Background: an optimization exercise with open tools, aiming at small area and a short achievable clock period. Do not read the settings as production practice. At most, simulation tests tie the RTL to the original design; equivalence was not proved.

// xgmii_rx_top
module xgmii_rx_top
#(
    parameter int MAX_FRAME_LEN = 1518
) (
    input  logic        clk,
    input  logic        inv_aresetn,
    input  logic [63:0] xgmii_data_i,
    input  logic [7:0]  xgmii_ctrl_i,
    output logic [63:0] axis_tdata_o,
    output logic [7:0]  axis_tkeep_o,
    output logic        axis_tvalid_o,
    output logic        axis_tlast_o,
    output logic        axis_tuser_o,
    output logic        stat_valid_o,
    output logic        stat_crc_ok_o,
    output logic [13:0] stat_len_o,
    output logic [3:0]  stat_size_o,
    output logic [31:0] good_frames_o,
    output logic [31:0] bad_frames_o
);
Settings: LEC_CHECK=0, CAP_MARGIN=20, CORE_MARGIN=2, CORE_UTILIZATION=40, SLEW_MARGIN=20, BUFFER_PORTS_ARGS=-buffer_cell sky130_fd_sc_hd__buf_1, SYNTH_HIERARCHICAL=1, SETUP_SLACK_MARGIN=7.3; clock period 10.5 ns.
standard.sh (not shown) runs the stock make flow with config.mk's settings and CLKGATE_MAP_FILE= SYNTH_SCRIPT=/design/flow/synth_recipe.tcl, a recipe that flattens the netlist after the stock synthesis.
==> flow/flow/run.sh <==
#!/bin/bash
# Standard layout, with plain buf_1 port buffers and the CRC xor cells kept
# as synthesized (hierarchical synthesis, flattened afterwards).
set -e
cp config.mk config_in.log
cat >> config.mk <<'EOC'
export BUFFER_PORTS_ARGS = -buffer_cell sky130_fd_sc_hd__buf_1
export SYNTH_HIERARCHICAL = 1
export SETUP_SLACK_MARGIN = 7.3
EOC
bash standard.sh > standard.log 2>&1
The starting point produced a clean layout.
Edit:
--- a/flow/flow/run.sh
+++ b/flow/flow/run.sh
@@ -9 +8,0 @@
-export SETUP_SLACK_MARGIN = 7.3
Settings changed: SETUP_SLACK_MARGIN 7.3 to not set.
The new run completed with no timing, DRC or antenna violations.
Synthesized area does not change.
Die area stays the same.
Routed wire length fell by 6.6%.
Critical path depth does not change.
Final area went down by 16%.
Global-route usage decreases by 1.4 points.
Sequential share of layout area climbs by 5.5 points.
Final cell count went down by 4.2%.
Setup slack loses 1600 ps.
No run of this note included a check of the RTL's function; only the layout flow was run.


Another version of the RTL of xgmii_rx_top (not shown whole).
Size in the first run: ~1400 cells after synthesis, roughly 230 I/O pins, roughly 0.015 sq mm of cells after synthesis.
// xgmii_rx_top
module xgmii_rx_top
#(
    parameter int MAX_FRAME_LEN = 1518
) (
    input  logic        clk,
    input  logic        inv_aresetn,
    input  logic [63:0] xgmii_data_i,
    input  logic [7:0]  xgmii_ctrl_i,
    output logic [63:0] axis_tdata_o,
    output logic [7:0]  axis_tkeep_o,
    output logic        axis_tvalid_o,
    output logic        axis_tlast_o,
    output logic        axis_tuser_o,
    output logic        stat_valid_o,
    output logic        stat_crc_ok_o,
    output logic [13:0] stat_len_o,
    output logic [3:0]  stat_size_o,
    output logic [31:0] good_frames_o,
    output logic [31:0] bad_frames_o
);
    logic [63:0] word;
    logic        word_start;
    logic [2:0]  check_lane;
    logic        crc_match;
    logic [10:0] words;
    logic [2:0]  len_lo;
    xgmii_frame_parser u_parser (
        .clk           (clk),
        .inv_aresetn   (inv_aresetn),
        .xgmii_data_i  (xgmii_data_i),
        .xgmii_ctrl_i  (xgmii_ctrl_i),
        .word_o        (word),
        .word_start_o  (word_start),
        .check_lane_o  (check_lane),
        .crc_match_i   (crc_match),
        .axis_tdata_o  (axis_tdata_o),
        .axis_tkeep_o  (axis_tkeep_o),
        .axis_tvalid_o (axis_tvalid_o),
        .axis_tlast_o  (axis_tlast_o),
        .axis_tuser_o  (axis_tuser_o),
        .words_o       (words),
        .len_lo_o      (len_lo)
    );
    xgmii_crc_check u_crc_check (
        .clk          (clk),
        .word_i       (word),
        .word_start_i (word_start),
        .check_lane_i (check_lane),
        .crc_match_o  (crc_match)
    );
    rx_frame_stats #(
        .MAX_FRAME_LEN (MAX_FRAME_LEN)
    ) u_stats (
        .clk           (clk),
        .inv_aresetn   (inv_aresetn),
        .tvalid_i      (axis_tvalid_o),
        .tlast_i       (axis_tlast_o),
        .tuser_i       (axis_tuser_o),
        .words_i       (words),
        .len_lo_i      (len_lo),
        .stat_valid_o  (stat_valid_o),
  ...
==> flow/config.mk <==
export PLATFORM = sky130hd
export DESIGN_NAME = xgmii_rx_top
export DESIGN_NICKNAME = xgmii_rx_top
export VERILOG_FILES = /design/flow/design.v
export SDC_FILE = /design/flow/constraint.sdc
export NUM_CORES = 4
export LEC_CHECK = 0
export CAP_MARGIN = 20
export CORE_MARGIN = 2
export CORE_UTILIZATION = 55
export CTS_CLUSTER_DIAMETER = 120
export CTS_CLUSTER_SIZE = 25
export SLEW_MARGIN = 20
export SYNTH_HIERARCHICAL = 1
export BUFFER_PORTS_ARGS = -buffer_cell sky130_fd_sc_hd__buf_1
export SETUP_SLACK_MARGIN = 7.35
==> flow/constraint.sdc <==
create_clock -name core_clock -period 10.5 [get_ports {clk}]
set_input_delay 2.1000 -clock core_clock [delete_from_list [all_inputs] [get_ports {clk}]]
set_output_delay 2.1000 -clock core_clock [all_outputs]
set_load 0.01 [all_outputs]
==> flow/flow/run.sh <==
#!/bin/bash
# Standard layout (settings from config.mk via config.mk) plus the settings
# in flow/extra.mk: plain buf_1 port buffers instead of the default
# delay-cell buffers, and a larger setup margin for timing repair.
set -e
cp config.mk config_in.log
cat flow/extra.mk >> config.mk
bash standard.sh > standard.log 2>&1
==> flow/flow/extra.mk <==
export BUFFER_PORTS_ARGS = -buffer_cell sky130_fd_sc_hd__buf_1
export SETUP_SLACK_MARGIN = 7.35
Then changed:
==> flow/flow/extra.mk (replaced) <==
export BUFFER_PORTS_ARGS = -buffer_cell sky130_fd_sc_hd__buf_1
export SETUP_SLACK_MARGIN = 7.25
- SETUP_SLACK_MARGIN: 7.35 -> 7.25
Effect: The changed run finished clean. Worst setup slack gains 0.0044 ns. Clock-buffer cell count does not change. Cell area is lower by about 2.6%. Non-clock buffer count is lower by 23.

## static timing again, ports no longer ideal
How much do the figures lean on ideal ports? The routed layouts below were timed once more, with nothing changed but the port constraints.
Step 1 (the two cells are an assumption about what drives the block):
set clk [get_ports {clk}]
set_driving_cell -lib_cell sky130_fd_sc_hd__clkbuf_16 $clk
set_driving_cell -lib_cell sky130_fd_sc_hd__buf_2 [delete_from_list [all_inputs] $clk]
Step 2 also shifts input and output timing later by t, the mid clock arrival at the registers, as if the neighbouring blocks saw the same clock.
a / b / c = ideal / step 1 / step 2; a / b = the first two.
| run | t (ns) | setup WS [ns] | clock arrival spread, ns |
|---|---|---|---|
| the first run of note 1 | 0.605 | 6.521 / 6.521 / 6.521 | 0.025 / 0.025 |
| the second run of note 1 | 0.603 | 4.894 / 4.894 / 4.894 | 0.015 / 0.015 |
| the first run of note 2 | 0.552 | 7.284 / 7.237 / 7.007 | 0.028 / 0.027 |
| the second run of note 2 | 0.553 | 7.288 / 7.241 / 6.872 | 0.025 / 0.026 |
After both steps every run listed still meets setup and hold. The setup slack of the second run of note 2, which loses most, moves by -0.047 ns with the drivers and by -0.416 ns with both steps.
